What follows belongs to an exercise in optimizing a design on an open flow for small area, a short achievable clock period and few clock cycles per item; a production flow would make more cautious choices.
Function was checked by simulation only, so behaviour that the tests miss may differ from the original.

## flow/run.sh

```bash
#!/bin/bash
# synth_recipe.tcl (not shown) runs the flow's synth.tcl, then flattens the netlist and writes it again
# the make line also repeats each setting of config.mk as NAME=value (left out here)
make -C /OpenROAD-flow-scripts/flow DESIGN_CONFIG=/design/flow/config.mk WORK_HOME=/design/flow/orfs CLKGATE_MAP_FILE= SYNTH_SCRIPT=/design/flow/synth_recipe.tcl finish
```

## flow/config.mk

```make
export PLATFORM = sky130hd
export DESIGN_NAME = ir_volts_to_distance_loglog_core
export DESIGN_NICKNAME = ir_volts_to_distance_loglog_core
export VERILOG_FILES = /design/flow/design.v
export SDC_FILE = /design/flow/constraint.sdc
export NUM_CORES = 4
export LEC_CHECK = 0
export CAP_MARGIN = 20
export CORE_MARGIN = 2
export CORE_UTILIZATION = 40
export SLEW_MARGIN = 20
```

## flow/constraint.sdc

```tcl
create_clock -name core_clock -period 7.0 [get_ports {clk}]
set_input_delay 1.4000 -clock core_clock [delete_from_list [all_inputs] [get_ports {clk}]]
set_output_delay 1.4000 -clock core_clock [all_outputs]
set_load 0.01 [all_outputs]
```

## flow/design.v

```verilog
package ivdll_pkg;
    localparam int ANCHOR_COUNT      = 6;
    localparam int SEG_W             = 3;
    localparam int PIPE_STAGES       = 11;
    localparam int LOG_TABLE_ENTRIES = 64;
    localparam logic [14:0] DIST_MIN  = 15'd2560;
    localparam logic [14:0] DIST_MAX  = 15'd20480;
    localparam logic [17:0] DELTA_MAX = 18'd196607;
    localparam logic [1:0] ST_INTERP = 2'd0;
    localparam logic [1:0] ST_FAR    = 2'd1;
    localparam logic [1:0] ST_NEAR   = 2'd2;
    localparam logic REG_FAR_THRESHOLD  = 1'b0;
    localparam logic REG_NEAR_THRESHOLD = 1'b1;
    localparam logic [8*16-1:0] ANCHOR_V = {
        16'd7373, 16'd7373, 16'd7373, 16'd9830, 16'd14746, 16'd19661,
        16'd26214, 16'd49152
    };
    localparam logic [8*15-1:0] ANCHOR_D = {
        15'd20480, 15'd20480, 15'd20480, 15'd15360, 15'd10240, 15'd7680,
        15'd5120, 15'd2560
    };
    localparam logic [8*13-1:0] SEG_SLOPE = {
        13'd4096, 13'd4096, 13'd4096, 13'd4096, 13'd4096, 13'd4096,
        13'd5773, 13'd4517
    };
    localparam logic [8*21-1:0] ANCHOR_LOG = {
        21'd2021656, 21'd2021656, 21'd2021656, 21'd2048849, 21'd2087192, 21'd17238,
        21'd44435, 21'd103872
    };
    localparam logic [128*17-1:0] LOG_TAB = {
        17'd0, 17'd0, 17'd0, 17'd0, 17'd0, 17'd0,
        17'd0, 17'd0, 17'd0, 17'd0, 17'd0, 17'd0,
        17'd0, 17'd0, 17'd0, 17'd0, 17'd0, 17'd0,
        17'd0, 17'd0, 17'd0, 17'd0, 17'd0, 17'd0,
        17'd0, 17'd0, 17'd0, 17'd0, 17'd0, 17'd0,
        17'd0, 17'd0, 17'd0, 17'd0, 17'd0, 17'd0,
        17'd0, 17'd0, 17'd0, 17'd0, 17'd0, 17'd0,
        17'd0, 17'd0, 17'd0, 17'd0, 17'd0, 17'd0,
        17'd0, 17'd0, 17'd0, 17'd0, 17'd0, 17'd0,
        17'd0, 17'd0, 17'd0, 17'd0, 17'd0, 17'd0,
        17'd0, 17'd0, 17'd0, 17'd65536, 17'd64794, 17'd64047,
        17'd63294, 17'd62534, 17'd61769, 17'd60997, 17'd60219, 17'd59434,
        17'd58643, 17'd57845, 17'd57040, 17'd56229, 17'd55410, 17'd54584,
        17'd53751, 17'd52911, 17'd52063, 17'd51207, 17'd50344, 17'd49472,
        17'd48593, 17'd47705, 17'd46809, 17'd45904, 17'd44990, 17'd44068,
        17'd43137, 17'd42196, 17'd41246, 17'd40286, 17'd39316, 17'd38336,
        17'd37346, 17'd36346, 17'd35334, 17'd34312, 17'd33279, 17'd32234,
        17'd31178, 17'd30109, 17'd29029, 17'd27936, 17'd26830, 17'd25711,
        17'd24579, 17'd23433, 17'd22272, 17'd21098, 17'd19909, 17'd18704,
        17'd17484, 17'd16248, 17'd14996, 17'd13727, 17'd12440, 17'd11136,
        17'd9814, 17'd8473, 17'd7112, 17'd5732, 17'd4331, 17'd2909,
        17'd1466, 17'd0
    };
    localparam logic [128*17-1:0] EXP_TAB = {
        17'd0, 17'd0, 17'd0, 17'd0, 17'd0, 17'd0,
        17'd0, 17'd0, 17'd0, 17'd0, 17'd0, 17'd0,
        17'd0, 17'd0, 17'd0, 17'd0, 17'd0, 17'd0,
        17'd0, 17'd0, 17'd0, 17'd0, 17'd0, 17'd0,
        17'd0, 17'd0, 17'd0, 17'd0, 17'd0, 17'd0,
        17'd0, 17'd0, 17'd0, 17'd0, 17'd0, 17'd0,
        17'd0, 17'd0, 17'd0, 17'd0, 17'd0, 17'd0,
        17'd0, 17'd0, 17'd0, 17'd0, 17'd0, 17'd0,
        17'd0, 17'd0, 17'd0, 17'd0, 17'd0, 17'd0,
        17'd0, 17'd0, 17'd0, 17'd0, 17'd0, 17'd0,
        17'd0, 17'd0, 17'd0, 17'd65536, 17'd64830, 17'd64132,
        17'd63441, 17'd62757, 17'd62081, 17'd61413, 17'd60751, 17'd60097,
        17'd59449, 17'd58809, 17'd58176, 17'd57549, 17'd56929, 17'd56316,
        17'd55709, 17'd55109, 17'd54515, 17'd53928, 17'd53347, 17'd52773,
        17'd52204, 17'd51642, 17'd51085, 17'd50535, 17'd49991, 17'd49452,
        17'd48920, 17'd48393, 17'd47871, 17'd47356, 17'd46846, 17'd46341,
        17'd45842, 17'd45348, 17'd44859, 17'd44376, 17'd43898, 17'd43425,
        17'd42958, 17'd42495, 17'd42037, 17'd41584, 17'd41136, 17'd40693,
        17'd40255, 17'd39821, 17'd39392, 17'd38968, 17'd38548, 17'd38133,
        17'd37722, 17'd37316, 17'd36914, 17'd36516, 17'd36123, 17'd35734,
        17'd35349, 17'd34968, 17'd34591, 17'd34219, 17'd33850, 17'd33486,
        17'd33125, 17'd32768
    };
endpackage
module ivdll_lerp #(
    parameter int FRAC_W = 15
) (
    input  logic                 clk,
    input  logic                 en_a,
    input  logic                 en_b,
    input  logic [16:0]          base,
    input  logic [16:0]          diff,
    input  logic [FRAC_W-1:0]    frac,
    output logic [16:0]          result
);
    localparam int PROD_W = 17 + FRAC_W;
    logic [PROD_W-1:0] prod_next;
    logic [PROD_W-1:0] prod_reg;
    logic [16:0]       base_reg;
    logic [PROD_W:0]   rnd;
    logic [16:0]       result_next;
    logic [16:0]       result_reg;
    assign prod_next = PROD_W'(diff) * PROD_W'(frac);
    always_ff @(posedge clk)
    begin
        if (en_a)
        begin
            prod_reg <= prod_next;
            base_reg <= base;
        end
    end
    assign rnd         = {1'b0, prod_reg} + ((PROD_W + 1)'(1) << (FRAC_W - 1));
    assign result_next = base_reg + 17'(rnd >> FRAC_W);
    always_ff @(posedge clk)
    begin
        if (en_b)
            result_reg <= result_next;
    end
    assign result = result_reg;
endmodule
module ir_volts_to_distance_loglog_core (
    input  logic        clk,
    input  logic        rst_n,
    input  logic        cfg_we,
    input  logic        cfg_index,
    input  logic [15:0] cfg_data,
    input  logic        sample_valid,
    output logic        sample_ready,
    input  logic [15:0] voltage,
    output logic        result_valid,
    input  logic        result_ready,
    output logic [14:0] distance,
    output logic [1:0]  range_status
);
    localparam int LOG_TABLE_ENTRIES = ivdll_pkg::LOG_TABLE_ENTRIES;
    localparam int NS = ivdll_pkg::PIPE_STAGES;
    localparam int NA = ivdll_pkg::ANCHOR_COUNT;
    localparam int SW = ivdll_pkg::SEG_W;
    localparam int LW = $clog2(LOG_TABLE_ENTRIES + 1);
    localparam logic [LW-1:0] N_L = LW'(LOG_TABLE_ENTRIES);
    logic [15:0] far_thr_reg;
    logic [15:0] near_thr_reg;
    always_ff @(posedge clk or negedge rst_n)
    begin
        if (!rst_n)
        begin
            far_thr_reg  <= 16'd6554;
            near_thr_reg <= 16'd45875;
        end
        else if (cfg_we)
        begin
            if (cfg_index == ivdll_pkg::REG_FAR_THRESHOLD)
                far_thr_reg  <= cfg_data;
            else
                near_thr_reg <= cfg_data;
        end
    end
    logic [NS:1]   vld_reg;
    logic [NS:1]   vld_next;
    logic [NS+1:1] adv;
    logic [NS:0]   vld_in;
    assign adv[NS+1] = result_ready;
    assign vld_in    = {vld_reg, sample_valid};
    for (genvar s = 1; s <= NS; s++)
    begin : g_ctl
        assign adv[s]      = !vld_reg[s] || adv[s+1];
        assign vld_next[s] = adv[s] ? vld_in[s-1] : vld_reg[s];
    end
    always_ff @(posedge clk or negedge rst_n)
    begin
        if (!rst_n)
            vld_reg <= '0;
        else
            vld_reg <= vld_next;
    end
    assign sample_ready = adv[1];
    assign result_valid = vld_reg[NS];
    logic                     seg_found;
    logic [SW-1:0]            seg_next;
    logic [3:0]               p_next;
    logic [15:0]              x_next;
    logic [1:0]               st_next;
    always_comb
    begin
        seg_found = 1'b0;
        seg_next  = '0;
        for (int i = NA - 2; i >= 0; i--)
        begin
            if (voltage <= ivdll_pkg::ANCHOR_V[i*16 +: 16] && voltage >= ivdll_pkg::ANCHOR_V[(i + 1)*16 +: 16])
            begin
                seg_found = 1'b1;
                seg_next  = SW'(i);
            end
        end
    end
    always_comb
    begin
        p_next = '0;
        for (int b = 0; b < 16; b++)
        begin
            if (voltage[b])
                p_next = 4'(b);
        end
    end
    assign x_next = voltage << (4'd15 - p_next);
    always_comb
    begin
        if (voltage <= far_thr_reg)
            st_next = ivdll_pkg::ST_FAR;
        else if (voltage >= near_thr_reg)
            st_next = ivdll_pkg::ST_NEAR;
        else if (!seg_found)
            st_next = (voltage > ivdll_pkg::ANCHOR_V[15:0]) ? ivdll_pkg::ST_NEAR
                                                         : ivdll_pkg::ST_FAR;
        else
            st_next = ivdll_pkg::ST_INTERP;
    end
    logic [SW-1:0]            s1_seg_reg;
    logic [3:0]               s1_p_reg;
    logic [14:0]              s1_f_reg;
    logic [1:0]               s1_st_reg;
    always_ff @(posedge clk)
    begin
        if (adv[1])
        begin
            s1_seg_reg <= seg_next;
            s1_p_reg   <= p_next;
            s1_f_reg   <= x_next[14:0];
            s1_st_reg  <= st_next;
        end
    end
    logic [15+LW-1:0] t1;
    logic [LW-1:0]    idx1;
    logic [LW-1:0]    idx1_p1;
    logic [16:0]      lbase_next;
    logic [16:0]      ldiff_next;
    assign t1         = (15 + LW)'(s1_f_reg) * (15 + LW)'(N_L);
    assign idx1       = t1[15+LW-1:15];
    assign idx1_p1    = idx1 + LW'(1);
    assign lbase_next = ivdll_pkg::LOG_TAB[idx1*17 +: 17];
    assign ldiff_next = ivdll_pkg::LOG_TAB[idx1_p1*17 +: 17] - ivdll_pkg::LOG_TAB[idx1*17 +: 17];
    logic [SW-1:0]            s2_seg_reg;
    logic [3:0]               s2_p_reg;
    logic [16:0]              s2_base_reg;
    logic [16:0]              s2_diff_reg;
    logic [14:0]              s2_r_reg;
    logic [1:0]               s2_st_reg;
    always_ff @(posedge clk)
    begin
        if (adv[2])
        begin
            s2_seg_reg  <= s1_seg_reg;
            s2_p_reg    <= s1_p_reg;
            s2_base_reg <= lbase_next;
            s2_diff_reg <= ldiff_next;
            s2_r_reg    <= t1[14:0];
            s2_st_reg   <= s1_st_reg;
        end
    end
        logic [16:0]          s4_frac;
    ivdll_lerp #(
        .FRAC_W (15)
    ) u_log_lerp (
        .clk    (clk),
        .en_a   (adv[3]),
        .en_b   (adv[4]),
        .base   (s2_base_reg),
        .diff   (s2_diff_reg),
        .frac   (s2_r_reg),
        .result (s4_frac)
    );
    logic [SW-1:0]            s3_seg_reg;
    logic [3:0]               s3_p_reg;
    logic [1:0]               s3_st_reg;
    logic [SW-1:0]            s4_seg_reg;
    logic [3:0]               s4_p_reg;
    logic [1:0]               s4_st_reg;
    always_ff @(posedge clk)
    begin
        if (adv[3])
        begin
            s3_seg_reg <= s2_seg_reg;
            s3_p_reg   <= s2_p_reg;
            s3_st_reg  <= s2_st_reg;
        end
        if (adv[4])
        begin
            s4_seg_reg <= s3_seg_reg;
            s4_p_reg   <= s3_p_reg;
            s4_st_reg  <= s3_st_reg;
        end
    end
    logic signed [20:0] s4_alog;
    logic signed [4:0]  p_s;
    logic signed [20:0] lg;
    logic [21:0]        dl_s;
    logic [20:0]        dl_next;
    assign s4_alog = $signed(ivdll_pkg::ANCHOR_LOG[s4_seg_reg*21 +: 21]);
    assign p_s     = $signed({1'b0, s4_p_reg}) - 5'sd14;
    assign lg      = $signed({p_s, 16'h0000}) + $signed({4'b0000, s4_frac});
    assign dl_s    = {s4_alog[20], s4_alog} - {lg[20], lg};
    assign dl_next = dl_s[21] ? '0 : dl_s[20:0];
    logic [SW-1:0]            s5_seg_reg;
    logic [20:0]              s5_dl_reg;
    logic [1:0]               s5_st_reg;
    always_ff @(posedge clk)
    begin
        if (adv[5])
        begin
            s5_seg_reg <= s4_seg_reg;
            s5_dl_reg  <= dl_next;
            s5_st_reg  <= s4_st_reg;
        end
    end
    logic [33:0] sprod_next;
    assign sprod_next = 34'(ivdll_pkg::SEG_SLOPE[s5_seg_reg*13 +: 13]) * 34'(s5_dl_reg);
    logic [SW-1:0]            s6_seg_reg;
    logic [33:0]              s6_prod_reg;
    logic [1:0]               s6_st_reg;
    always_ff @(posedge clk)
    begin
        if (adv[6])
        begin
            s6_seg_reg  <= s5_seg_reg;
            s6_prod_reg <= sprod_next;
            s6_st_reg   <= s5_st_reg;
        end
    end
    logic [34:0]      drnd;
    logic [22:0]      dfull;
    logic [17:0]      delta;
    logic [16+LW-1:0] t2;
    logic [LW-1:0]    idx2;
    logic [LW-1:0]    idx2_p1;
    logic [16:0]      ebase_next;
    logic [16:0]      ediff_next;
    assign drnd    = {1'b0, s6_prod_reg} + 35'd2048;
    assign dfull   = drnd[34:12];
    assign delta   = (dfull > 23'(ivdll_pkg::DELTA_MAX)) ? ivdll_pkg::DELTA_MAX
                                                         : dfull[17:0];
    assign t2         = (16 + LW)'(delta[15:0]) * (16 + LW)'(N_L);
    assign idx2       = t2[16+LW-1:16];
    assign idx2_p1    = idx2 + LW'(1);
    assign ebase_next = ivdll_pkg::EXP_TAB[idx2*17 +: 17];
    assign ediff_next = ivdll_pkg::EXP_TAB[idx2_p1*17 +: 17] - ivdll_pkg::EXP_TAB[idx2*17 +: 17];
    logic [SW-1:0]            s7_seg_reg;
    logic [1:0]               s7_ip_reg;
    logic [16:0]              s7_base_reg;
    logic [16:0]              s7_diff_reg;
    logic [15:0]              s7_r_reg;
    logic [1:0]               s7_st_reg;
    always_ff @(posedge clk)
    begin
        if (adv[7])
        begin
            s7_seg_reg  <= s6_seg_reg;
            s7_ip_reg   <= delta[17:16];
            s7_base_reg <= ebase_next;
            s7_diff_reg <= ediff_next;
            s7_r_reg    <= t2[15:0];
            s7_st_reg   <= s6_st_reg;
        end
    end
        logic [16:0]          s9_exp;
    ivdll_lerp #(
        .FRAC_W (16)
    ) u_exp_lerp (
        .clk    (clk),
        .en_a   (adv[8]),
        .en_b   (adv[9]),
        .base   (s7_base_reg),
        .diff   (s7_diff_reg),
        .frac   (s7_r_reg),
        .result (s9_exp)
    );
    logic [SW-1:0]            s8_seg_reg;
    logic [1:0]               s8_ip_reg;
    logic [1:0]               s8_st_reg;
    logic [SW-1:0]            s9_seg_reg;
    logic [1:0]               s9_ip_reg;
    logic [1:0]               s9_st_reg;
    always_ff @(posedge clk)
    begin
        if (adv[8])
        begin
            s8_seg_reg <= s7_seg_reg;
            s8_ip_reg  <= s7_ip_reg;
            s8_st_reg  <= s7_st_reg;
        end
        if (adv[9])
        begin
            s9_seg_reg <= s8_seg_reg;
            s9_ip_reg  <= s8_ip_reg;
            s9_st_reg  <= s8_st_reg;
        end
    end
    logic [31:0] dprod_next;
    assign dprod_next = 32'(ivdll_pkg::ANCHOR_D[s9_seg_reg*15 +: 15]) * 32'(s9_exp);
    logic [31:0]              s10_prod_reg;
    logic [1:0]               s10_ip_reg;
    logic [1:0]               s10_st_reg;
    always_ff @(posedge clk)
    begin
        if (adv[10])
        begin
            s10_prod_reg <= dprod_next;
            s10_ip_reg   <= s9_ip_reg;
            s10_st_reg   <= s9_st_reg;
        end
    end
    logic [32:0]              srnd;
    logic [19:0]              scaled;
    logic [14:0]              dist_next;
    logic [14:0]              dist_reg;
    logic [1:0]               st_out_reg;
    assign srnd   = {1'b0, s10_prod_reg} + 33'd16384;
    assign scaled = 20'(srnd[32:15]) << s10_ip_reg;
    always_comb
    begin
        case (s10_st_reg)
            ivdll_pkg::ST_FAR:  dist_next = ivdll_pkg::DIST_MAX;
            ivdll_pkg::ST_NEAR: dist_next = ivdll_pkg::DIST_MIN;
            default:
            begin
                if (scaled < 20'(ivdll_pkg::DIST_MIN))
                    dist_next = ivdll_pkg::DIST_MIN;
                else if (scaled > 20'(ivdll_pkg::DIST_MAX))
                    dist_next = ivdll_pkg::DIST_MAX;
                else
                    dist_next = scaled[14:0];
            end
        endcase
    end
    always_ff @(posedge clk)
    begin
        if (adv[11])
        begin
            dist_reg   <= dist_next;
            st_out_reg <= s10_st_reg;
        end
    end
    assign distance     = dist_reg;
    assign range_status = st_out_reg;
endmodule
```

==> summary.md <==
| Metric | Value |
|---|---|
| Critical Path Most Common Cell | fa_1 |
| Worst-Skew Late Latency | around 0.6 ns |
| Detailed Routing Iterations Pass 1 | 6 |
| Worst path required time | ~7.4 ns |
| XOR/XNOR Fraction of Synth Area | 0.0396 |
| CP endpoint kind | flop |
| Relative slew slack | 0.354 |
| Hold Path Cell Cnt | 0 |
| Routed vias | roughly 34,000 |
| Sequential element share of the synthesized area | 0.262 |
| Drt initial violations | 2,725 |
| Worst-Margin Slew | 0.968 ns |
| Ports | 57 |
| Die Y | around 340 um |
| Mapped Cells | ~4,800 |
| CTS tree | yes |
| Clock H-tree levels | 2 |
| EDFF count, synth | 350 |
| Dpl cells | slightly above 6,000 |
| Post-Layout Cell Count | between 6,000 and 7,000 |
| CP Buf/Inv Count | 4 |
| Max-cap violations | 0 |
| Largest family of logic cells by synthesized area | adder cells |
| Crit path max-delay cell type | fa_1 |
| GP Congestion | slightly below 1 |
| Dpl ws | roughly 0.37 ns |
| Global-route wire length before repair | 188,000 um |
| Final antenna-violating net count | 0 |
| Crit-path cells | nor2_1 > buf_4 > nand2_1 > or2_2 > fa_1 > inv_1 > fa_1 > fa_1 > inv_1 > fa_1 > fa_1 > inv_1 > ha_1 > a21o_1 > a21o_1 > a21o_1 > o21ai_0 > a211oi_1 > o21ai_0 > a21boi_0 > o21a_1 > o31a_1 |
| WS Path Type | flop to flop |
| Unrepaired setup endpoints after global routing | false |
| Outcome | no timing/DRC/antenna violations |
| Core area | about 110,000 sq um |
| FF+latch count, synth | 393 |
| Reg2reg path depth | 22 |
| Final period utilization | 0.920 |
| Post-CTS Setup Repair Bufs | 0 |
| Clk buf depth | 3 |
| Setup ws final | roughly 0.56 ns |
| CTS Root Cell | clkbuf_16 |
| Post-synthesis compound-gate area fraction | 0.130 |
| Ys flop type | edfxtp_1 |
| Sink Count | around 390 |
| Grt ovf | 0 |
| Max stage delay on crit path | ~0.54 ns |
| Most frequent cells in the layout | inv_1 (683), nand2_1 (564), ha_1 (468) |
| Simple-gate share of the synthesized area | 0.154 |
| Crit path DAT | slightly below 7 ns |
| Initial Utilization | 0.402 |
| Max Slew Vio Count | 0 |
| Num CTS Buffers | 47 |
| Multiplexer area fraction after synthesis | 0.0159 |
| Startpoint types | flop |
| Yosys warns | 3 |
| Ys async rst share | 0.109 |
| Drt wl/cell | 18.4 um |
| Vias in the first global route | roughly 35,000 |
| Mapped cell area | around 44,000 sq um |
| Die ar. | 113,000 sq um |
| Most common cell after layout, fill and taps aside | inv_1 |
| Clk_skew | between 0.03 and 0.04 ns |
| Placement Rows | 122 |
| Max reg flops | 23 |
| Initial antenna violation count | 0 |
| DRC | 0 |
| WP depth | 22 |
| Area Growth Syn to Fin | 8.60% |
| Synthesized Nets | 5,681 |
| Hold crit path type | flop to flop |
| Max Fclk | ~160 MHz |
| Total Routing Usage GR | 0.205 |
| Port-buffer cells | 56 |
| NumNets Final | 5,655 |
| Flop2flop setup slack | approximately 0.56 ns |
| Unique cell type count in the Yosys netlist | approximately 100 |
| Post-synthesis adder-cell area fraction | 0.319 |
| Tmin final | between 6 and 7 ns |
| Die width | roughly 340 um |
| Final Hold Viols | 0 |
| Total Routed Length | 115,000 um |
| Ant diodes | 0 |
| Final setup fails | 0 |
| Vias per cell | roughly 5.4 |
| Crit-path max FO | 27 |
| Share of cells above drive strength 1 | 0.0580 |
| Final setup TNS | 0 ns |
| CTS clk-pin slew, worst paths | approximately 0.07 ns |
| Syn_area_per_cell | 9.30 sq um |
| Worst path top cell family by delay | adder cells |
| Largest net degree at the start of global routing | 90 |
| DP HPWL | between 80,000 and 90,000 um |
-- Yosys cell counts, types with 20 or more instances --
master / n / area, sq um
nor3_1: 84 / 420
inv_1: 684 / 2570
nand2b_1: 44 / 275
a211oi_1: 44 / 330
and3_1: 30 / 188
dfrtp_1: 27 / 676
o211ai_1: 31 / 233
or2_2: 35 / 219
and2_1: 169 / 1060
nor2b_1: 32 / 200
a21o_1: 44 / 330
a31oi_1: 60 / 375
mux2i_1: 39 / 390
nand4_1: 36 / 225
edfxtp_1: 350 / 10500
fa_1: 414 / 8290
nand3_1: 101 / 505
a21oi_1: 245 / 1230
clkbuf_1: 176 / 661
ha_1: 468 / 5860
mux2_2: 20 / 225
nor2_1: 253 / 950
xnor2_1: 136 / 1190
o21ai_0: 190 / 951
o21a_1: 33 / 248
nand2_1: 565 / 2120
xor2_1: 64 / 561
-- repair_timing --
action                                  in CTS  in global routing
hold buffers                                 0                  0
gates resized for setup                      0                  2
endpoints found under the setup margin       0                  2
endpoints found under the hold margin        0                  0
-- stage by stage --
step	hold WS, ns	cell area [sq um]	util
after floorplan	0.400	44300	-
after global placement	0.400	46500	0.422
after detailed placement	0.405	46500	0.422
after CTS	0.411	48100	0.436
after global routing	0.414	48100	0.436
final	0.408	48100	0.436
-- routing by layer --
metal	routed length (um)	GRT usage
met5	0	0
met4	4490	0.0794
met3	6000	0.0267
met2	56300	0.358
met1	48500	0.258
-- worst paths after layout --
path / start / to
hold / removal: s2_base_reg[7] / u_log_lerp.base_reg[7]
setup reg to reg: s5_seg_reg[1] / s6_prod_reg[30]
hold reg to reg: s2_base_reg[7] / u_log_lerp.base_reg[7]
min in group asynchronous: rst_n / near_thr_reg[7]
setup / recovery: s5_seg_reg[1] / s6_prod_reg[30]
max in group asynchronous: rst_n / vld_reg[9]
-- cell families after synthesis --
| family | Yosys count |
|---|---|
| multiplexers | 63 |
| AND/OR/NAND/NOR | 1431 |
| flip-flops | 393 |
| AO/OA/AOI/OAI | 884 |
| XOR/XNOR | 200 |
| buffers and inverters | 908 |
| adder cells (fa/ha/maj) | 882 |
-- final cells by class --
class                      count  area, sq um
clock buffer                  55         1230
clock inverter                31          333
fill                       10900        62100
inverter                     690         2590
multi-input combinational   3460        29300
sequential                   393        11600
tap                         1488         1860
timing repair buffer         143         1210
Testbench counts, summed over its fixed seeds: cycles 16,088, items 16,000.

-- re-timing with driven ports --
The results above use ideal ports. As a check the final layout listed here was re-extracted and re-timed, cells and wires unchanged. Step 1: set_driving_cell puts a clkbuf_16 on clk and a buf_2 on each other input, an assumption about the parent block. Step 2, shift: input delay + t, output delay - t, t = (earliest + latest rising clock arrival at the registers) / 2. This alone moves slack from input paths to output paths. a / b / c = ideal ports / drivers / drivers and shift; a / b = the first two.
t (ns): 0.655
slack for setup (ns): 0.560 / 0.560 / 0.560
worst setup path after step 2: register to register
After both steps setup and hold are still met in this run. The setup slack of this run moves by 0.000 ns with the drivers and by 0.000 ns with both steps.
